Context: an optimization exercise on an open-source flow, tuned for small area, a short achievable clock period and few clock cycles per item. The choices shown serve that exercise and are no tape-out recipe.
RTL that was checked went through simulation tests only; none was proved equivalent to the original.
No activity file was given, so power comes from the tool's default toggle rates.

==> flow/design.v <==
package hafir_pkg;
  localparam int MAX_LINE_WIDTH = 4096;
  localparam int COL_W = 12;
  localparam int LW_W = 13;
  localparam int CH_W = 8;
  localparam int PIX_W = 24;
endpackage
module hafir_lane #(
  parameter int CPA = 1    
) (
  input  logic       k_pass,
  input  logic       k1,
  input  logic       k3,
  input  logic [7:0] a,
  input  logic [7:0] b,
  input  logic [7:0] c,
  input  logic [7:0] d,
  input  logic [7:0] e,
  output logic [7:0] filt
);
  logic [11:0] o1, o2, o3, p, q;
  logic [11:0] x1, y1, x2, y2, x3, y3;
  logic [11:0] sum;
  assign o1 = {3'd0, b, 1'b0};
  assign o2 = {3'd0, d, 1'b0};
  assign o3 = {3'd0, c, 1'b0};
  assign p  = k3 ? {4'd0, a} : {3'd0, c, 1'b0};
  assign q  = ({12{k1}} & {1'b0, c, 3'b000}) | ({12{k3}} & {4'd0, e});
  logic [11:0] h1, h2, h3;
  assign h1 = o1 ^ o2;
  assign x1 = h1 ^ o3;
  assign y1 = {(o1[10:0] & o2[10:0]) | (h1[10:0] & o3[10:0]), 1'b0};
  assign h2 = x1 ^ y1;
  assign x2 = h2 ^ p;
  assign y2 = {(x1[10:0] & y1[10:0]) | (h2[10:0] & p[10:0]), 1'b0};
  assign h3 = x2 ^ y2;
  assign x3 = h3 ^ q;
  assign y3 = {(x2[10:0] & y2[10:0]) | (h3[10:0] & q[10:0]), 1'b0};
  if (CPA == 0) begin : g_add
    assign sum = x3 + y3;
  end else if (CPA == 1) begin : g_skl
    logic [11:0] g [5];
    logic [11:0] t [5];
    always_comb begin
      g[0] = x3 & y3;
      t[0] = x3 ^ y3;
      for (int l = 0; l < 4; l++) begin
        for (int i = 0; i < 12; i++) begin
          if (((i >> l) & 1) == 1) begin
            g[l+1][i] = g[l][i] | (t[l][i] & g[l][((i >> l) << l) - 1]);
            t[l+1][i] = t[l][i] & t[l][((i >> l) << l) - 1];
          end else begin
            g[l+1][i] = g[l][i];
            t[l+1][i] = t[l][i];
          end
        end
      end
    end
    assign sum = t[0] ^ {g[4][10:0], 1'b0};
  end else begin : g_rc
    logic [12:0] cy;
    assign cy[0] = 1'b0;
    for (genvar i = 0; i < 12; i++) begin : g_bit
      assign sum[i]  = x3[i] ^ y3[i] ^ cy[i];
      assign cy[i+1] = (x3[i] & y3[i]) | (x3[i] & cy[i]) | (y3[i] & cy[i]);
    end
  end
  assign filt = k_pass ? c : (k1 ? sum[11:4] : sum[10:3]);
endmodule
module horizontal_antialias_fir_core (
  input  logic        clk,
  input  logic        rst_n,
  input  logic        in_valid,
  output logic        in_ready,
  input  logic [7:0]  red_in,
  input  logic [7:0]  green_in,
  input  logic [7:0]  blue_in,
  output logic        out_valid,
  input  logic        out_ready,
  output logic [7:0]  red_out,
  output logic [7:0]  green_out,
  output logic [7:0]  blue_out,
  output logic        line_end,
  input  logic        cfg_psel,
  input  logic        cfg_penable,
  input  logic        cfg_pwrite,
  input  logic [2:0]  cfg_paddr,
  input  logic [31:0] cfg_pwdata,
  output logic [31:0] cfg_prdata,
  output logic        cfg_pready
);
  logic [1:0]  filter_sel_r;
  logic [12:0] line_width_r;
  logic [11:0] col_r;
  logic [23:0] w0_r, w1_r, w2_r, w3_r;    
  logic        v2_r, v3_r;                
  logic        t2_r, t3_r;                
  logic        kp_r, k1_r, k3_r;          
  logic [24:0] o_r;                       
  logic        ov_r;
  logic [23:0] px;
  logic [23:0] filt;
  logic [1:0]  sel_nx;
  logic [12:0] lw_nx;
  logic        o_free;
  logic        in_acc;
  logic        cfg_wr;
  logic [12:0] col_inc;
  logic        last;
  logic        use_filt;
  logic        emit;
  logic        shift;
  assign px = {red_in, green_in, blue_in};
  assign cfg_pready = 1'b1;
  assign cfg_wr     = cfg_psel && cfg_penable && cfg_pwrite;
  assign cfg_prdata = cfg_paddr[2] ? {19'd0, line_width_r} : {30'd0, filter_sel_r};
  always_ff @(posedge clk) begin
    if (!rst_n) begin
      filter_sel_r <= 2'd0;
      line_width_r <= 13'd640;
    end else if (cfg_wr) begin
      if (cfg_paddr[2]) line_width_r <= cfg_pwdata[12:0];
      else              filter_sel_r <= cfg_pwdata[1:0];
    end
  end
  assign col_inc  = {1'b0, col_r} + 13'd1;
  assign last     = col_inc[12] || (col_inc >= line_width_r);
  assign sel_nx   = (cfg_wr && !cfg_paddr[2]) ? cfg_pwdata[1:0] : filter_sel_r;
  assign lw_nx    = (cfg_wr && cfg_paddr[2]) ? cfg_pwdata[12:0] : line_width_r;
  assign use_filt = in_acc ? (!last && (col_r >= 12'd3))
                           : ((col_r >= 12'd4) && ({1'b0, col_r} < lw_nx));
  always_ff @(posedge clk) begin
    if (!rst_n) begin
      kp_r <= 1'b1;
      k1_r <= 1'b0;
      k3_r <= 1'b0;
    end else begin
      kp_r <= !use_filt || (sel_nx == 2'd0);
      k1_r <= sel_nx == 2'd1;
      k3_r <= sel_nx == 2'd3;
    end
  end
  assign o_free   = !ov_r || out_ready;
  assign in_ready = !v2_r || o_free;
  assign in_acc   = in_valid && in_ready;
  assign emit     = o_free && v2_r && (in_acc || t2_r || (v3_r && t3_r));
  assign shift    = in_acc || ((!v3_r || t3_r) && (emit || (!v2_r && v3_r)));
  for (genvar l = 0; l < 3; l++) begin : g_lane
    hafir_lane u_lane (
      .k_pass     (kp_r),
      .k1         (k1_r),
      .k3         (k3_r),
      .a          (w0_r[l*8 +: 8]),
      .b          (w1_r[l*8 +: 8]),
      .c          (w2_r[l*8 +: 8]),
      .d          (w3_r[l*8 +: 8]),
      .e          (px[l*8 +: 8]),
      .filt       (filt[l*8 +: 8])
    );
  end
  always_ff @(posedge clk) begin
    if (!rst_n) begin
      v2_r  <= 1'b0;
      v3_r  <= 1'b0;
      col_r <= 12'd0;
    end else begin
      if (shift) begin
        v2_r <= v3_r;
        v3_r <= in_acc;
      end else if (emit) begin
        v2_r <= 1'b0;
      end
      if (in_acc) col_r <= last ? 12'd0 : col_inc[11:0];
    end
  end
  always_ff @(posedge clk) begin
    if (shift) begin
      w0_r <= w1_r;
      w1_r <= w2_r;
      w2_r <= w3_r;
      w3_r <= px;
      t2_r <= t3_r;
      t3_r <= last;
    end
  end
  always_ff @(posedge clk) begin
    if (!rst_n) ov_r <= 1'b0;
    else        ov_r <= emit || (ov_r && !out_ready);
  end
  always_ff @(posedge clk) begin
    if (o_free) o_r <= {filt, t2_r};
  end
  assign out_valid = ov_r;
  assign red_out   = o_r[24:17];
  assign green_out = o_r[16:9];
  assign blue_out  = o_r[8:1];
  assign line_end  = o_r[0];
endmodule
==> flow/config.mk <==
export PLATFORM = sky130hd
export DESIGN_NAME = horizontal_antialias_fir_core
export DESIGN_NICKNAME = horizontal_antialias_fir_core
export VERILOG_FILES = /design/flow/design.v
export SDC_FILE = /design/flow/constraint.sdc
export NUM_CORES = 4
export LEC_CHECK = 0
export CAP_MARGIN = 20
export CORE_MARGIN = 2
export CORE_UTILIZATION = 40
export SETUP_SLACK_MARGIN = 4.5
export SLEW_MARGIN = 20
==> flow/constraint.sdc <==
create_clock -name core_clock -period 8.5 [get_ports {clk}]
set_input_delay 1.7000 -clock core_clock [delete_from_list [all_inputs] [get_ports {clk}]]
set_output_delay 1.7000 -clock core_clock [all_outputs]
set_load 0.01 [all_outputs]
standard.sh (not shown) runs the stock make flow with config.mk's settings and CLKGATE_MAP_FILE= SYNTH_SCRIPT=/design/flow/synth_recipe.tcl, a recipe that flattens the netlist after the stock synthesis.
==> flow/flow/run.sh <==
#!/bin/bash
# The standard layout (the standard.sh, unchanged synthesis), with the
# port buffers inserted as buf_1 cells instead of the resizer's default pick.
set -euo pipefail
bash standard.sh "BUFFER_PORTS_ARGS=-buffer_cell sky130_fd_sc_hd__buf_1" finish > flow_make.log 2>&1
The baseline ran to the end with no violations.
Next try:
--- a/flow/design.v
+++ b/flow/design.v
@@ -24,20 +24,16 @@
   assign o1 = {3'd0, b, 1'b0};
   assign o2 = {3'd0, d, 1'b0};
   assign o3 = {3'd0, c, 1'b0};
   assign p  = k3 ? {4'd0, a} : {3'd0, c, 1'b0};
   assign q  = ({12{k1}} & {1'b0, c, 3'b000}) | ({12{k3}} & {4'd0, e});
-  logic [11:0] h1, h2, h3;
-  assign h1 = o1 ^ o2;
-  assign x1 = h1 ^ o3;
-  assign y1 = {(o1[10:0] & o2[10:0]) | (h1[10:0] & o3[10:0]), 1'b0};
-  assign h2 = x1 ^ y1;
-  assign x2 = h2 ^ p;
-  assign y2 = {(x1[10:0] & y1[10:0]) | (h2[10:0] & p[10:0]), 1'b0};
-  assign h3 = x2 ^ y2;
-  assign x3 = h3 ^ q;
-  assign y3 = {(x2[10:0] & y2[10:0]) | (h3[10:0] & q[10:0]), 1'b0};
+  assign x1 = o1 ^ o2 ^ o3;
+  assign y1 = {(o1[10:0] & o2[10:0]) | (o1[10:0] & o3[10:0]) | (o2[10:0] & o3[10:0]), 1'b0};
+  assign x2 = x1 ^ y1 ^ p;
+  assign y2 = {(x1[10:0] & y1[10:0]) | (x1[10:0] & p[10:0]) | (y1[10:0] & p[10:0]), 1'b0};
+  assign x3 = x2 ^ y2 ^ q;
+  assign y3 = {(x2[10:0] & y2[10:0]) | (x2[10:0] & q[10:0]) | (y2[10:0] & q[10:0]), 1'b0};
   if (CPA == 0) begin : g_add
     assign sum = x3 + y3;
   end else if (CPA == 1) begin : g_skl
     logic [11:0] g [5];
     logic [11:0] t [5];
Outcome: The changed run completed without violations. Non-clock buffer count went down by 4. Worst hold slack degrades by 0.0061 ns. First-iteration DRC count went up by 49%. Setup slack improves by 0.11 ns. Cell count went up by 6.1%.
Testbench counts after the change, summed over its fixed seeds: cycles 27,321, items 27,129.
Function not checked in the first run of this note: the RTL went through the layout flow alone.

========
horizontal_antialias_fir_core, a different RTL version from the one above (not shown whole).
Size: roughly 10000 um2 of cells after synthesis.
==> module horizontal_antialias_fir_core, before the edit <==
module horizontal_antialias_fir_core (
  input  logic        clk,
  input  logic        rst_n,
  input  logic        in_valid,
  output logic        in_ready,
  input  logic [7:0]  red_in,
  input  logic [7:0]  green_in,
  input  logic [7:0]  blue_in,
  output logic        out_valid,
  input  logic        out_ready,
  output logic [7:0]  red_out,
  output logic [7:0]  green_out,
  output logic [7:0]  blue_out,
  output logic        line_end,
  input  logic        cfg_psel,
  input  logic        cfg_penable,
  input  logic        cfg_pwrite,
  input  logic [2:0]  cfg_paddr,
  input  logic [31:0] cfg_pwdata,
  output logic [31:0] cfg_prdata,
  output logic        cfg_pready
);
  logic [1:0]  filter_sel_r;
  logic [12:0] line_width_r;
  logic [11:0] col_r;
  logic [23:0] w0_r, w1_r, w2_r, w3_r;    
  logic        v2_r, v3_r;                
  logic        t2_r, t3_r;                
  logic [24:0] o_r;                       
  logic        ov_r;
  logic [23:0] px;
  logic [23:0] filt;
  logic [1:0]  fsel;
  logic        o_free;
  logic        in_acc;
  logic        cfg_wr;
  logic [12:0] col_inc;
  logic        last;
  logic        use_filt;
  logic        emit;
  logic        shift;
  assign px = {red_in, green_in, blue_in};
  assign cfg_pready = 1'b1;
  assign cfg_wr     = cfg_psel && cfg_penable && cfg_pwrite;
  assign cfg_prdata = cfg_paddr[2] ? {19'd0, line_width_r} : {30'd0, filter_sel_r};
  always_ff @(posedge clk) begin
    if (!rst_n) begin
      filter_sel_r <= 2'd0;
      line_width_r <= 13'd640;
    end else if (cfg_wr) begin
      if (cfg_paddr[2]) line_width_r <= cfg_pwdata[12:0];
      else              filter_sel_r <= cfg_pwdata[1:0];
    end
  end
  assign col_inc  = {1'b0, col_r} + 13'd1;
  assign last     = col_inc[12] || (col_inc >= line_width_r);
  assign use_filt = (col_r >= 12'd4) && (col_inc <= line_width_r);
  assign o_free   = !ov_r || out_ready;
  assign in_ready = !v2_r || o_free;
  assign in_acc   = in_valid && in_ready;
  assign emit     = o_free && v2_r && (in_acc || t2_r || (v3_r && t3_r));
  assign shift    = in_acc || ((!v3_r || t3_r) && (emit || (!v2_r && v3_r)));
  assign fsel = use_filt ? filter_sel_r : 2'd0;
  for (genvar l = 0; l < 3; l++) begin : g_lane
    hafir_lane u_lane (
      .filter_sel (fsel),
      .a          (w0_r[l*8 +: 8]),
      .b          (w1_r[l*8 +: 8]),
      .c          (w2_r[l*8 +: 8]),
      .d          (w3_r[l*8 +: 8]),
      .e          (px[l*8 +: 8]),
      .filt       (filt[l*8 +: 8])
    );
  end
  always_ff @(posedge clk) begin
    if (!rst_n) begin
      v2_r  <= 1'b0;
      v3_r  <= 1'b0;
      col_r <= 12'd0;
    end else begin
      if (shift) begin
        v2_r <= v3_r;
        v3_r <= in_acc;
      end else if (emit) begin
        v2_r <= 1'b0;
      end
      if (in_acc) col_r <= last ? 12'd0 : col_inc[11:0];
    end
  end
  always_ff @(posedge clk) begin
    if (shift) begin
      w0_r <= w1_r;
      w1_r <= w2_r;
      w2_r <= w3_r;
      w3_r <= px;
      t2_r <= t3_r;
      t3_r <= last;
    end
  end
  always_ff @(posedge clk) begin
    if (!rst_n) ov_r <= 1'b0;
    else        ov_r <= emit || (ov_r && !out_ready);
  end
  always_ff @(posedge clk) begin
    if (o_free) o_r <= {filt, t2_r};
  end
  assign out_valid = ov_r;
  assign red_out   = o_r[24:17];
  assign green_out = o_r[16:9];
  assign blue_out  = o_r[8:1];
  assign line_end  = o_r[0];
endmodule
Settings: LEC_CHECK=0, CAP_MARGIN=20, CORE_MARGIN=2, CORE_UTILIZATION=40, SETUP_SLACK_MARGIN=4.5, SLEW_MARGIN=20; clock period 8.5 ns.
run.sh (not shown) runs the stock make flow with config.mk's settings and CLKGATE_MAP_FILE= SYNTH_SCRIPT=/design/flow/synth_recipe.tcl, a recipe that flattens the netlist after the stock synthesis.
Stock flow here: none of the scripts above is used.
==> next run, changes <==
--- a/flow/design.v
+++ b/flow/design.v
@@ -64,12 +64,13 @@
 );
   logic [1:0]  filter_sel_r;
   logic [12:0] line_width_r;
   logic [11:0] col_r;
-  logic [23:0] w0_r, w1_r, w2_r, w3_r;    
-  logic        v2_r, v3_r;                
-  logic        t2_r, t3_r;                
-  logic [24:0] o_r;                       
+  logic [23:0] p0_r, p1_r, p2_r, p3_r, p4_r;    
+  logic        v2_r, v3_r, v4_r;                
+  logic        t2_r, t3_r, t4_r;                
+  logic        f_r;                             
+  logic [24:0] o_r;                             
   logic        ov_r;
   logic [23:0] px;
   logic [23:0] filt;
   logic [1:0]  fsel;
@@ -79,9 +80,12 @@
   logic [12:0] col_inc;
   logic        last;
   logic        use_filt;
   logic        emit;
-  logic        shift;
+  logic        flush_all;
+  logic        flush_lo;
+  logic        shift_hi;
+  logic        shift_lo;
   assign px = {red_in, green_in, blue_in};
   assign cfg_pready = 1'b1;
   assign cfg_wr     = cfg_psel && cfg_penable && cfg_pwrite;
   assign cfg_prdata = cfg_paddr[2] ? {19'd0, line_width_r} : {30'd0, filter_sel_r};
@@ -99,45 +103,55 @@
   assign use_filt = (col_r >= 12'd4) && (col_inc <= line_width_r);
   assign o_free   = !ov_r || out_ready;
   assign in_ready = !v2_r || o_free;
   assign in_acc   = in_valid && in_ready;
-  assign emit     = o_free && v2_r && (in_acc || t2_r || (v3_r && t3_r));
-  assign shift    = in_acc || ((!v3_r || t3_r) && (emit || (!v2_r && v3_r)));
-  assign fsel = use_filt ? filter_sel_r : 2'd0;
+  assign emit     = o_free && v2_r;
+  assign flush_all = v4_r && t4_r;
+  assign flush_lo  = v3_r && t3_r;
+  assign shift_hi  = in_acc || ((!v2_r || emit) && flush_all);
+  assign shift_lo  = shift_hi || ((!v2_r || emit) && flush_lo);
+  assign fsel = f_r ? filter_sel_r : 2'd0;
   for (genvar l = 0; l < 3; l++) begin : g_lane
     hafir_lane u_lane (
       .filter_sel (fsel),
-      .a          (w0_r[l*8 +: 8]),
-      .b          (w1_r[l*8 +: 8]),
-      .c          (w2_r[l*8 +: 8]),
-      .d          (w3_r[l*8 +: 8]),
-      .e          (px[l*8 +: 8]),
+      .a          (p0_r[l*8 +: 8]),
+      .b          (p1_r[l*8 +: 8]),
+      .c          (p2_r[l*8 +: 8]),
+      .d          (p3_r[l*8 +: 8]),
+      .e          (p4_r[l*8 +: 8]),
       .filt       (filt[l*8 +: 8])
     );
   end
   always_ff @(posedge clk) begin
     if (!rst_n) begin
       v2_r  <= 1'b0;
       v3_r  <= 1'b0;
+      v4_r  <= 1'b0;
       col_r <= 12'd0;
     end else begin
-      if (shift) begin
+      if (shift_lo) begin
         v2_r <= v3_r;
-        v3_r <= in_acc;
+        v3_r <= v4_r && shift_hi;
       end else if (emit) begin
         v2_r <= 1'b0;
       end
+      if (shift_hi) v4_r <= in_acc;
       if (in_acc) col_r <= last ? 12'd0 : col_inc[11:0];
     end
   end
   always_ff @(posedge clk) begin
-    if (shift) begin
-      w0_r <= w1_r;
-      w1_r <= w2_r;
-      w2_r <= w3_r;
-      w3_r <= px;
+    if (shift_lo) begin
+      p0_r <= p1_r;
+      p1_r <= p2_r;
+      p2_r <= p3_r;
+      p3_r <= p4_r;
       t2_r <= t3_r;
-      t3_r <= last;
+      t3_r <= t4_r;
+      f_r  <= in_acc && use_filt;
+    end
+    if (shift_hi) begin
+      p4_r <= px;
+      t4_r <= last;
     end
   end
   always_ff @(posedge clk) begin
     if (!rst_n) ov_r <= 1'b0;
Outcome: The new run ran to the end with no violations. Power went up by roughly a tenth. Wire length went up by roughly a tenth. Cell area went up by a few percent. Core utilization went down by 2.5 points. Sequential power went up by about a fifth. Area after synthesis went up by roughly a tenth.
Function was not checked in any run of this note: the RTL went through the layout flow alone.

## separate check: timing with driven ports
How much do the figures lean on ideal ports? The routed layouts below were timed once more, with nothing changed but the port constraints. Step 1: set_driving_cell puts a clkbuf_16 on clk and a buf_2 on each other input, an assumption about the parent block. Step 2 adds t to the input delays and takes it off the output delays; t is the mean of the earliest and latest rising clock arrival at the registers after step 1. Input paths then give back, and output paths get back, about the clock's delay inside the block. a / b / c = no drivers / after step 1 / after step 2; a / b = the first two.
| run | shift t [ns] | setup WS [ns] | worst slew at a driven data input, ns |
|---|---|---|---|
| the first run of note 1 | 0.464 | 4.325 / 4.347 / 3.884 | 0.06 |
| the second run of note 1 | 0.469 | 4.439 / 4.439 / 4.031 | 0.07 |
| the first run of note 2 | 0.471 | 1.925 / 1.925 / 1.925 | 0.06 |
| the second run of note 2 | 0.491 | 4.155 / 4.155 / 4.155 | 0.06 |
After both steps every run listed still meets setup and hold. The setup slack of the first run of note 1, which loses most, moves by +0.022 ns with the drivers and by -0.441 ns with both steps.
